What follows belongs to an exercise in optimizing a design on an open flow for small area; a production flow would make more cautious choices.
Only simulation tests tie the RTL to the original design; equivalence was not proved.

<file path="flow/design.v">
package aes_pkg;
    typedef logic [128-1:0] block_t;
    typedef logic [32-1:0] word_t;
    typedef logic [8-1:0] byte_t;
endpackage
module inv_sbox_core_b0 (input logic [7:0] z, input logic kill, output logic [7:0] q);
  wire t0 = z[0] ^ z[5];
  wire t1 = z[1] ^ t0;
  wire t2 = z[3] ^ z[6];
  wire t3 = z[2] ^ t0;
  wire t4 = z[4] ^ t1;
  wire t5 = z[0] ^ z[6];
  wire t6 = z[7] ^ t2;
  wire t7 = z[2] ^ t5;
  wire t8 = z[4] ^ t2;
  wire t9 = z[5] ^ t4;
  wire t10 = z[5] ^ t7;
  wire t11 = z[7] ^ t1;
  wire t12 = z[7] ^ t3;
  wire t13 = t4 ^ t6;
  wire D = t11;
  wire T1 = t3;
  wire T2 = z[6];
  wire T3 = z[5];
  wire T4 = t10;
  wire T6 = t13;
  wire T8 = t8;
  wire T9 = z[4];
  wire T10 = t2;
  wire T13 = t7;
  wire T14 = t12;
  wire T15 = z[7];
  wire T16 = t4;
  wire T17 = t1;
  wire T19 = z[2];
  wire T20 = t0;
  wire T22 = z[0];
  wire T23 = t5;
  wire T24 = z[3];
  wire T25 = z[1];
  wire T26 = t9;
  wire T27 = t6;
  wire M1 = T13 & T6;
  wire M2 = T23 & T8;
  wire M3 = T14 ^ M1;
  wire M4 = T19 & D;
  wire M5 = M4 ^ M1;
  wire M6 = T3 & T16;
  wire M7 = T22 & T9;
  wire M8 = T26 ^ M6;
  wire M9 = T20 & T17;
  wire M10 = M9 ^ M6;
  wire M11 = T1 & T15;
  wire M12 = T4 & T27;
  wire M13 = M12 ^ M11;
  wire M14 = T2 & T10;
  wire M15 = M14 ^ M11;
  wire M16 = M3 ^ M2;
  wire M17 = M5 ^ T24;
  wire M18 = M8 ^ M7;
  wire M19 = M10 ^ M15;
  wire M20_p = M16 ^ M13;
  wire M20 = M20_p & ~kill;
  wire M21_p = M17 ^ M15;
  wire M21 = M21_p & ~kill;
  wire M22_p = M18 ^ M13;
  wire M22 = M22_p & ~kill;
  wire M23_p = M19 ^ T25;
  wire M23 = M23_p & ~kill;
  wire M24 = M22 ^ M23;
  wire M25 = M22 & M20;
  wire M26 = M21 ^ M25;
  wire M27 = M20 ^ M21;
  wire M28 = M23 ^ M25;
  wire M29 = M28 & M27;
  wire M30 = M26 & M24;
  wire M31 = M20 & M23;
  wire M32 = M27 & M31;
  wire M33 = M27 ^ M25;
  wire M34 = M21 & M22;
  wire M35 = M24 & M34;
  wire M36 = M24 ^ M25;
  wire M37 = M21 ^ M29;
  wire M38 = M32 ^ M33;
  wire M39 = M23 ^ M30;
  wire M40 = M35 ^ M36;
  wire M41 = M38 ^ M40;
  wire M42 = M37 ^ M39;
  wire M43 = M37 ^ M38;
  wire M44 = M39 ^ M40;
  wire M45 = M42 ^ M41;
  wire M46 = M44 & T6;
  wire M47 = M40 & T8;
  wire M48 = M39 & D;
  wire M49 = M43 & T16;
  wire M50 = M38 & T9;
  wire M51 = M37 & T17;
  wire M52 = M42 & T15;
  wire M53 = M45 & T27;
  wire M54 = M41 & T10;
  wire M55 = M44 & T13;
  wire M56 = M40 & T23;
  wire M57 = M39 & T19;
  wire M58 = M43 & T3;
  wire M59 = M38 & T22;
  wire M60 = M37 & T20;
  wire M61 = M42 & T1;
  wire M62 = M45 & T4;
  wire M63 = M41 & T2;
  wire l0 = M46 ^ M47;
  wire l1 = M50 ^ M51;
  wire l2 = M55 ^ M61;
  wire l3 = M59 ^ M62;
  wire l4 = M47 ^ M48;
  wire l5 = l1 ^ l4;
  wire l6 = M49 ^ M50;
  wire l7 = l0 ^ l6;
  wire l8 = M52 ^ M53;
  wire l9 = l0 ^ l8;
  wire l10 = M53 ^ M54;
  wire l11 = l1 ^ l10;
  wire l12 = M56 ^ M62;
  wire l13 = l2 ^ l12;
  wire l14 = M57 ^ M63;
  wire l15 = l2 ^ l14;
  wire l16 = M58 ^ M61;
  wire l17 = l3 ^ l16;
  wire l18 = M60 ^ M63;
  wire l19 = l3 ^ l18;
  assign q[0] = l15;
  assign q[1] = l5;
  assign q[2] = l19;
  assign q[3] = l17;
  assign q[4] = l11;
  assign q[5] = l7;
  assign q[6] = l13;
  assign q[7] = l9;
endmodule
module inv_sbox_out (input logic [7:0] q, output logic [7:0] s);
  wire p0 = q[3] ^ q[7];
  wire p1 = q[4] ^ p0;
  wire p2 = q[1] ^ p1;
  wire p3 = q[6] ^ p2;
  wire p4 = q[0] ^ p3;
  wire p5 = q[2] ^ q[5];
  wire p6 = q[4] ^ p4;
  wire p7 = q[5] ^ p0;
  wire p8 = q[4] ^ p7;
  wire p9 = p4 ^ p5;
  wire p10 = q[0] ^ q[3];
  wire p11 = p9 ^ p10;
  assign s[0] = q[0];
  assign s[1] = p7;
  assign s[2] = p1;
  assign s[3] = p6;
  assign s[4] = p2;
  assign s[5] = p9;
  assign s[6] = p11;
  assign s[7] = p8;
endmodule
module inv_sub_bytes_core (input logic [127:0] state_in, input logic kill, output logic [127:0] state_out);
  inv_sbox_core_b0 u_sbox_0 (.z(state_in[7:0]), .kill(kill), .q(state_out[7:0]));
  inv_sbox_core_b0 u_sbox_1 (.z(state_in[15:8]), .kill(kill), .q(state_out[15:8]));
  inv_sbox_core_b0 u_sbox_2 (.z(state_in[23:16]), .kill(kill), .q(state_out[23:16]));
  inv_sbox_core_b0 u_sbox_3 (.z(state_in[31:24]), .kill(kill), .q(state_out[31:24]));
  inv_sbox_core_b0 u_sbox_4 (.z(state_in[39:32]), .kill(kill), .q(state_out[39:32]));
  inv_sbox_core_b0 u_sbox_5 (.z(state_in[47:40]), .kill(kill), .q(state_out[47:40]));
  inv_sbox_core_b0 u_sbox_6 (.z(state_in[55:48]), .kill(kill), .q(state_out[55:48]));
  inv_sbox_core_b0 u_sbox_7 (.z(state_in[63:56]), .kill(kill), .q(state_out[63:56]));
  inv_sbox_core_b0 u_sbox_8 (.z(state_in[71:64]), .kill(kill), .q(state_out[71:64]));
  inv_sbox_core_b0 u_sbox_9 (.z(state_in[79:72]), .kill(kill), .q(state_out[79:72]));
  inv_sbox_core_b0 u_sbox_10 (.z(state_in[87:80]), .kill(kill), .q(state_out[87:80]));
  inv_sbox_core_b0 u_sbox_11 (.z(state_in[95:88]), .kill(kill), .q(state_out[95:88]));
  inv_sbox_core_b0 u_sbox_12 (.z(state_in[103:96]), .kill(kill), .q(state_out[103:96]));
  inv_sbox_core_b0 u_sbox_13 (.z(state_in[111:104]), .kill(kill), .q(state_out[111:104]));
  inv_sbox_core_b0 u_sbox_14 (.z(state_in[119:112]), .kill(kill), .q(state_out[119:112]));
  inv_sbox_core_b0 u_sbox_15 (.z(state_in[127:120]), .kill(kill), .q(state_out[127:120]));
endmodule
module inv_sub_bytes_out (input logic [127:0] state_in, output logic [127:0] state_out);
  for (genvar i = 0; i < 16; i++) begin : g_byte
    inv_sbox_out u_out (.q(state_in[8*i +: 8]), .s(state_out[8*i +: 8]));
  end
endmodule
module inv_mix_col (input logic [31:0] a, output logic [31:0] o);
  wire x32 = a[19] ^ a[11];
  wire x33 = a[27] ^ a[3];
  wire x34 = a[28] ^ a[12];
  wire x35 = a[20] ^ a[4];
  wire x36 = a[31] ^ a[7];
  wire x37 = a[23] ^ a[15];
  wire x38 = a[17] ^ a[1];
  wire x39 = a[25] ^ a[9];
  wire x40 = a[21] ^ a[13];
  wire x41 = a[29] ^ a[5];
  wire x42 = x36 ^ x37;
  wire x43 = a[30] ^ a[14];
  wire x44 = a[22] ^ a[6];
  wire x45 = a[10] ^ x33;
  wire x46 = a[26] ^ x32;
  wire x47 = a[24] ^ a[18];
  wire x48 = a[8] ^ a[2];
  wire x49 = a[16] ^ a[0];
  wire x50 = a[20] ^ x34;
  wire x51 = a[4] ^ x34;
  wire x52 = x40 ^ x43;
  wire x53 = a[27] ^ x35;
  wire x54 = a[11] ^ x35;
  wire x55 = x42 ^ x46;
  wire x56 = x42 ^ x45;
  wire x57 = x32 ^ x33;
  wire x58 = x38 ^ x40;
  wire x59 = x41 ^ x47;
  wire x60 = a[18] ^ a[2];
  wire x61 = a[29] ^ a[21];
  wire x62 = a[19] ^ a[10];
  wire x63 = a[13] ^ a[5];
  wire x64 = a[26] ^ a[3];
  wire x65 = x48 ^ x51;
  wire x66 = a[12] ^ x54;
  wire x67 = a[28] ^ x53;
  wire x68 = a[6] ^ x52;
  wire x69 = x49 ^ x59;
  wire x70 = a[22] ^ x43;
  wire x71 = x38 ^ x39;
  wire x72 = a[14] ^ x44;
  wire x73 = x61 ^ x72;
  wire x74 = a[30] ^ x63;
  wire x75 = x44 ^ x74;
  wire x76 = a[16] ^ a[23];
  wire x77 = a[15] ^ a[7];
  wire x78 = x34 ^ x57;
  wire x79 = a[19] ^ x56;
  wire x80 = a[3] ^ x47;
  wire x81 = x55 ^ x80;
  wire x82 = x35 ^ x57;
  wire x83 = a[16] ^ a[18];
  wire x84 = x56 ^ x83;
  wire x85 = a[0] ^ a[2];
  wire x86 = x55 ^ x85;
  wire x87 = a[17] ^ x50;
  wire x88 = a[1] ^ x65;
  wire x89 = x39 ^ x48;
  wire x90 = a[8] ^ x69;
  wire x91 = a[13] ^ x90;
  wire x92 = a[24] ^ x49;
  wire x93 = x44 ^ x58;
  wire x94 = x37 ^ x93;
  wire x95 = x46 ^ x48;
  wire x96 = x41 ^ x70;
  wire x97 = a[25] ^ a[10];
  wire x98 = x75 ^ x97;
  wire x99 = a[28] ^ x64;
  wire x100 = x54 ^ x99;
  wire x101 = a[0] ^ x77;
  wire x102 = a[24] ^ a[8];
  wire x103 = a[26] ^ a[9];
  wire x104 = a[25] ^ x67;
  wire x105 = a[31] ^ x103;
  wire x106 = x73 ^ x105;
  wire x107 = x62 ^ x76;
  wire x108 = a[12] ^ x53;
  wire x109 = x41 ^ x50;
  wire x110 = x39 ^ x52;
  wire x111 = x81 ^ x87;
  wire x112 = x79 ^ x88;
  wire x113 = x86 ^ x104;
  wire x114 = x39 ^ x81;
  wire x115 = x79 ^ x89;
  wire x116 = a[27] ^ x38;
  wire x117 = x86 ^ x116;
  wire x118 = a[11] ^ x38;
  wire x119 = x84 ^ x118;
  wire x120 = a[0] ^ x70;
  wire x121 = a[7] ^ x78;
  wire x122 = x73 ^ x121;
  wire x123 = a[15] ^ x96;
  wire x124 = x82 ^ x123;
  wire x125 = a[23] ^ x78;
  wire x126 = x75 ^ x125;
  wire x127 = a[31] ^ x68;
  wire x128 = x82 ^ x127;
  wire x129 = a[9] ^ x66;
  wire x130 = x84 ^ x129;
  wire x131 = x103 ^ x104;
  wire x132 = x91 ^ x131;
  wire x133 = a[20] ^ a[15];
  wire x134 = x95 ^ x133;
  wire x135 = x98 ^ x134;
  wire x136 = a[4] ^ x47;
  wire x137 = x45 ^ x136;
  wire x138 = x106 ^ x137;
  wire x139 = x102 ^ x107;
  wire x140 = x108 ^ x139;
  wire x141 = a[20] ^ x47;
  wire x142 = x106 ^ x140;
  wire x143 = x50 ^ x58;
  wire x144 = x62 ^ x143;
  wire x145 = x91 ^ x144;
  wire x146 = x101 ^ x102;
  wire x147 = x112 ^ x119;
  wire x148 = x100 ^ x146;
  wire x149 = x88 ^ x141;
  wire x150 = x98 ^ x148;
  wire x151 = x94 ^ x120;
  wire x152 = x147 ^ x151;
  wire x153 = x68 ^ x140;
  wire x154 = x149 ^ x153;
  wire x155 = x56 ^ x59;
  wire x156 = x66 ^ x94;
  wire x157 = x155 ^ x156;
  wire x158 = x114 ^ x157;
  wire x159 = x42 ^ x78;
  wire x160 = x158 ^ x159;
  wire x161 = x75 ^ x158;
  wire x162 = a[31] ^ x146;
  wire x163 = x51 ^ x162;
  wire x164 = x124 ^ x162;
  wire x165 = x147 ^ x164;
  wire x166 = x38 ^ x123;
  wire x167 = x148 ^ x166;
  wire x168 = x149 ^ x167;
  wire x169 = x126 ^ x163;
  wire x170 = x113 ^ x142;
  wire x171 = x169 ^ x170;
  wire x172 = x119 ^ x171;
  wire x173 = x42 ^ x82;
  wire x174 = x68 ^ x173;
  wire x175 = x117 ^ x173;
  wire x176 = a[5] ^ x64;
  wire x177 = x92 ^ x176;
  wire x178 = x58 ^ x177;
  wire x179 = x65 ^ x178;
  wire x180 = x59 ^ x118;
  wire x181 = x137 ^ x180;
  wire x182 = x131 ^ x181;
  wire x183 = x179 ^ x182;
  wire x184 = x115 ^ x160;
  wire x185 = x96 ^ x172;
  wire x186 = x73 ^ x160;
  wire x187 = x172 ^ x175;
  wire x188 = x172 ^ x174;
  assign o[24] = ~x186;
  assign o[25] = ~x179;
  assign o[26] = ~x150;
  assign o[27] = ~x114;
  assign o[28] = ~x157;
  assign o[29] = x130;
  assign o[30] = ~x128;
  assign o[31] = ~x168;
  assign o[16] = ~x188;
  assign o[17] = ~x132;
  assign o[18] = ~x165;
  assign o[19] = ~x119;
  assign o[20] = ~x171;
  assign o[21] = x112;
  assign o[22] = ~x126;
  assign o[23] = ~x138;
  assign o[8] = ~x161;
  assign o[9] = ~x145;
  assign o[10] = ~x142;
  assign o[11] = ~x115;
  assign o[12] = ~x184;
  assign o[13] = x113;
  assign o[14] = ~x124;
  assign o[15] = ~x154;
  assign o[0] = ~x185;
  assign o[1] = ~x183;
  assign o[2] = ~x152;
  assign o[3] = ~x117;
  assign o[4] = ~x187;
  assign o[5] = x111;
  assign o[6] = ~x122;
  assign o[7] = ~x135;
endmodule
module inv_mix_columns (input logic [127:0] state_in, output logic [127:0] state_out);
  for (genvar c = 0; c < 4; c++) begin : g_col
    inv_mix_col u_col (.a(state_in[32*c +: 32]), .o(state_out[32*c +: 32]));
  end
endmodule
module aes_inv_round
(
    input  logic            clk,
    input  logic            rst,
    input  logic            in_valid,
    input  aes_pkg::block_t cipher_block,
    input  aes_pkg::block_t round_key,
    output logic            out_valid,
    output aes_pkg::block_t plain_block
);
    localparam int num_rows = 32 / 8;
    aes_pkg::block_t key_added;
    aes_pkg::block_t mixed;
    aes_pkg::block_t stage1_q;
    aes_pkg::block_t shifted;
    aes_pkg::block_t subbed;
    aes_pkg::block_t result_q;
    logic [2-1:0] valid_pipe;
    assign key_added = cipher_block ^ round_key;
    inv_mix_columns inv_mix_columns_i
    (
        .state_in  (key_added),
        .state_out (mixed)
    );
    always_ff @(posedge clk)
    begin
        stage1_q <= mixed;
    end
    for (genvar c = 0; c < 4; c++)
    begin : g_col
        for (genvar r = 0; r < num_rows; r++)
        begin : g_row
            localparam int src_col = (c - r + 4) % 4;
            localparam int dst_lsb = (4 - 1 - c) * 32
                                   + (num_rows - 1 - r) * 8;
            localparam int src_lsb = (4 - 1 - src_col) * 32
                                   + (num_rows - 1 - r) * 8;
            assign shifted[dst_lsb +: 8] =
                stage1_q[src_lsb +: 8];
        end
    end
    inv_sub_bytes_core inv_sub_bytes_core_i
    (
        .state_in  (shifted),
        .kill      (rst),
        .state_out (subbed)
    );
    always_ff @(posedge clk)
    begin
        if (rst | valid_pipe[0])
        begin
            result_q <= subbed;
        end
    end
    inv_sub_bytes_out inv_sub_bytes_out_i
    (
        .state_in  (result_q),
        .state_out (plain_block)
    );
    always_ff @(posedge clk)
    begin
        if (rst)
        begin
            valid_pipe <= '0;
        end
        else
        begin
            valid_pipe <= {valid_pipe[2-2:0], in_valid};
        end
    end
    assign out_valid = valid_pipe[2-1];
endmodule
</file>
<file path="flow/flow/run.sh">
#!/bin/bash
# Own layout flow: the standard layout (standard.sh), except that
#  - Yosys's ABC step uses the area-oriented mapping script in flow/custom.abc
#    (registers, their names and the rest of the synthesis are as in the standard flow);
#  - the port buffers placed on every input and output are the smallest buffer cell;
#  - no extra buffers on nets that only join an internal wire to an output port
#    (SYNTH_INSBUF=0): the port buffer already separates them.
set -euo pipefail
W=$(pwd)
FLOWDIR=$W/flow
# Synthesis script: ORFS's synth.tcl with only the ABC script swapped
sed "s#log_cmd abc {\*}\$abc_args#log_cmd abc {*}[lreplace \$abc_args 1 1 $FLOWDIR/custom.abc]#" \
    "$FLOW_HOME/scripts/synth.tcl" > "$W/own_synth_core.tcl"
grep -q "custom.abc" "$W/own_synth_core.tcl"
sed "s#source \$::env(SCRIPTS_DIR)/synth.tcl#source $W/own_synth_core.tcl#" \
    "$W/synth_recipe.tcl" > "$W/own_synth.tcl"
grep -q "own_synth_core.tcl" "$W/own_synth.tcl"
sed -e "s#SYNTH_SCRIPT=[^ ]*synth_recipe.tcl#SYNTH_SCRIPT=$W/own_synth.tcl#" \
    -e "s#^make #make 'BUFFER_PORTS_ARGS=-buffer_cell sky130_fd_sc_hd__buf_1' SYNTH_INSBUF=0 #" \
    "$W/standard.sh" > "$W/own_standard.sh"
grep -q "own_synth.tcl" "$W/own_standard.sh"
grep -q "BUFFER_PORTS_ARGS" "$W/own_standard.sh"
bash "$W/own_standard.sh" finish > "$W/flow_make.log" 2>&1
</file>
<file path="flow/flow/custom.abc">
strash; &get -n; &dch -f; &nf -R 1000; &put
</file>
<file path="flow/standard.sh">
#!/bin/bash
# synth_recipe.tcl (not shown) runs the flow's synth.tcl, then flattens the netlist and writes it again
# the make line also repeats each setting of config.mk as NAME=value (left out here)
make -C /OpenROAD-flow-scripts/flow DESIGN_CONFIG=/design/flow/config.mk WORK_HOME=/design/flow/orfs CLKGATE_MAP_FILE= SYNTH_SCRIPT=/design/flow/synth_recipe.tcl "${@:-finish}"
</file>
<file path="flow/config.mk">
export PLATFORM = sky130hd
export DESIGN_NAME = aes_inv_round
export DESIGN_NICKNAME = aes_inv_round
export VERILOG_FILES = /design/flow/design.v
export SDC_FILE = /design/flow/constraint.sdc
export NUM_CORES = 4
export LEC_CHECK = 0
export CAP_MARGIN = 20
export CORE_MARGIN = 2
export CORE_UTILIZATION = 55
export CTS_CLUSTER_DIAMETER = 100
export CTS_CLUSTER_SIZE = 20
export GPL_TIMING_DRIVEN = 0
export SLEW_MARGIN = 20
</file>
<file path="flow/constraint.sdc">
create_clock -name core_clock -period 5.0 [get_ports {clk}]
set_input_delay 1.0000 -clock core_clock [delete_from_list [all_inputs] [get_ports {clk}]]
set_output_delay 1.0000 -clock core_clock [all_outputs]
set_load 0.01 [all_outputs]
</file>
==> results_dict.tcl <==
set metrics [dict create \
    hold_depth 1 \
    synth-seq-area-share_pct 25.3 \
    ys_top_cells_by_area "xnor2_1 43%, edfxtp_1 15%, xor2_1 15%" \
    placed_cells 3778 \
    final_nets 3504 \
    grt.overflow.total 0 \
    grt_max_degree 58 \
    yosys.area.top_type "xnor2_1" \
    cp_max_fo 6 \
    clk_pin_slew_ns 0.09 \
    drive_gt1_share_pct 1.06 \
    ant_nets 0 \
    synth_edf_count 128 \
    clockBufferDepth 3 \
    final_common_cell "xnor2_1" \
    rows 78 \
    via_per_inst 4.85 \
    cts_tree "built" \
    diodes 0 \
    vias 18400 \
    regArea_sq_mm 0.00645 \
    slew_viol_final 0 \
    final_cells 3807 \
    max_freq_ghz 0.215 \
    min_period_over_period_pct 93.1 \
    avgSynthCellArea_sq_um 9.15 \
    slew_headroom_pct 49.5 \
    async_flop_share_pct 0 \
    initial_utilization_pct 55.9 \
    layout_common_cells "1247 x xnor2_1, 438 x xor2_1, 386 x buf_1, 231 x nand2_1, 163 x nor2_1" \
    skew_ns 0.0187 \
    area_delta_synth_final_pct 11.2 \
    track_usage_pct 22.8 \
    finalCriticalPeriod_ns 4.65 \
    worst_pin_slew_ns 0.752 \
    multi_input_area_sq_mm 0.0188 \
    die_x_um 219 \
    worstRegToRegCells 17 \
    ys_seq_elements 258 \
    cts.sinks 258 \
    drc 0 \
    cts_setup_buffers 0 \
    post-dp-hpwl_um 48000 \
    syn_nets 3094 \
    dr.pass1.iters 5 \
    cts-root-buf "clkbuf_16" \
    yosysWarnings 1 \
    reg2reg_slack_ns 0.35 \
    syn_area_sq_mm 0.0255 \
    fillers 4031 \
    grt_setup_unrepaired "false" \
    setup.worst_path.end_class "register" \
    hold_viol_final 0 \
    grt_pass1_vias 18700 \
    outcome "timing/DRC/antenna clean" \
    wire_per_inst_um 14.6 \
    grt_pass1_wl_um 90200 \
    gp_congestion 0.938 \
    antenna_found_initial 0 \
    timing_worst_setup_path_type "reg2reg" \
    cp_data_arrival_time_ns 4.90 \
    maxCapViolCount 0 \
    die-area_sq_mm 0.0481 \
    wirelength_um 55600 \
    cts-buffers-inserted 17 \
    synth_top_area_share_pct 43.0 \
    cp-start-kind "register" \
    synth_cell_types 27 \
    drt_iter0_markers 628 \
    worstPathRequired_ns 5.24 \
    io_buffers 387 \
    io_pins 388 \
    holdCritPathClass "reg2reg" \
    core-area_sq_mm 0.0456 \
    die_h_um 219 \
    clock_latency_ns 0.50 \
    synth_cells 2787 \
    synth-main-ff-cell "dfxtp_1" \
    setup_viol 0 \
    htreeDepth 1 \
]
final cells by class:
class                           count  area share, %
Multi-Input combinational cell   2438           66.2
Sequential cell                   258           22.7
Timing Repair Buffer              391           5.44
Tap cell                          600           2.65
Clock buffer                       27           1.71
Inverter                           91           1.21
Clock inverter                      2         0.0883
repair_timing:
action | in CTS | in global routing
hold buffers | 0 | 0
setup endpoints to repair | 0 | 22
gates resized for setup | 0 | 16
final timing paths:
kind | start | endpoint
min reg2reg | valid_pipe[0] | valid_pipe[1]
min | valid_pipe[0] | valid_pipe[1]
max | stage1_q[5] | result_q[34]
max reg2reg | stage1_q[5] | result_q[34]
cells by family (layout without fill, tap and decap cells):
kind of cell / after synthesis / count (layout) / synth area share, %
flip-flops: 258 / 258 / 25.3
AND/OR/NAND/NOR: 540 / 540 / 9.30
multiplexers: 8 / 8 / 0.324
AO/OA/AOI/OAI: 152 / 152 / 3.28
buffers and inverters: 91 / 511 / 1.34
adder cells (fa/ha/maj): 48 / 48 / 2.36
XOR/XNOR: 1690 / 1690 / 58.1
synthesized netlist by cell type (15+ instances only):
cell type	count
edfxtp_1	128
a21oi_1	77
nor3_1	17
ha_1	48
nor2_1	163
clkinv_1	91
nand2b_1	35
dfxtp_1	130
nor2b_1	64
nand2_1	231
xor2_1	438
xnor2_1	1251
o21ai_0	46
and2_0	15
registers in the layout (all words and copies together) (netlist names):
| signal | count |
|---|---|
| valid_pipe | 2 |
| stage1_q | 128 |
| result_q | 128 |
stage by stage:
step	area, sq um	util, %	worst slack, ns	setup TNS, ns	hold WS (ns)
final	28300	62.2	0.347	0	0.462
after global routing	28300	62.2	0.00265	0	0.476
after CTS	28300	62.1	0.217	0	0.461
after detailed placement	27800	61.0	0.265	0	0.458
after global placement	27700	60.8	-3.57	-620.92	0.447
after floorplan	25500	-	0.702	0	0.430
critical path, stage by stage (launching register included):
cell and delay, ns:
dfxtp_1 0.46, xnor2_1 0.19, clkinv_1 0.16, ha_1 0.36
xnor2_1 0.35, xor2_1 0.24, nor2_1 0.11, xnor2_1 0.16
xnor2_1 0.13, nor2_1 0.33, nand2_1 0.17, xor2_1 0.23
mux2i_2 0.38, xor2_1 0.28, xnor2_1 0.18, nor2b_1 0.27
xor2_1 0.28, xnor2_1 0.13
layer usage:
metal | routed length (um) | share of wire [%] | GRT usage [%] | vias to the layer above
li1 | - | - | - | 9578
met1 | 24500 | 44 | 28.4 | 8500
met2 | 28300 | 51 | 42.3 | 305
met3 | 1630 | 2.9 | 2.04 | 65
met4 | 1100 | 2.0 | 5.29 | 0
met5 | 0 | 0 | 0 | -

[static timing again, ports no longer ideal]
In the flow no input, the clock included, has a driving cell. The finished layout below was timed again as built, in two steps. Step 1, drivers: a clkbuf_16 drives clk and a buf_2 each remaining input, both assumed. Step 2, shift: input delay + t, output delay - t, t = (earliest + latest rising clock arrival at the registers) / 2. This alone moves slack from input paths to output paths. a / b / c = no drivers / after step 1 / after step 2; a / b = the first two.
t (ns): 0.551
setup slack, ns: 0.347 / 0.347 / 0.347
worst setup path after step 2: register to register
worst register clock-pin slew, ns: 0.09 / 0.09
worst slew at a driven data input, ns: 0.05
After both steps setup and hold are still met in this run. For this run, drivers alone change the setup slack by 0.000 ns; drivers and shift together by 0.000 ns.
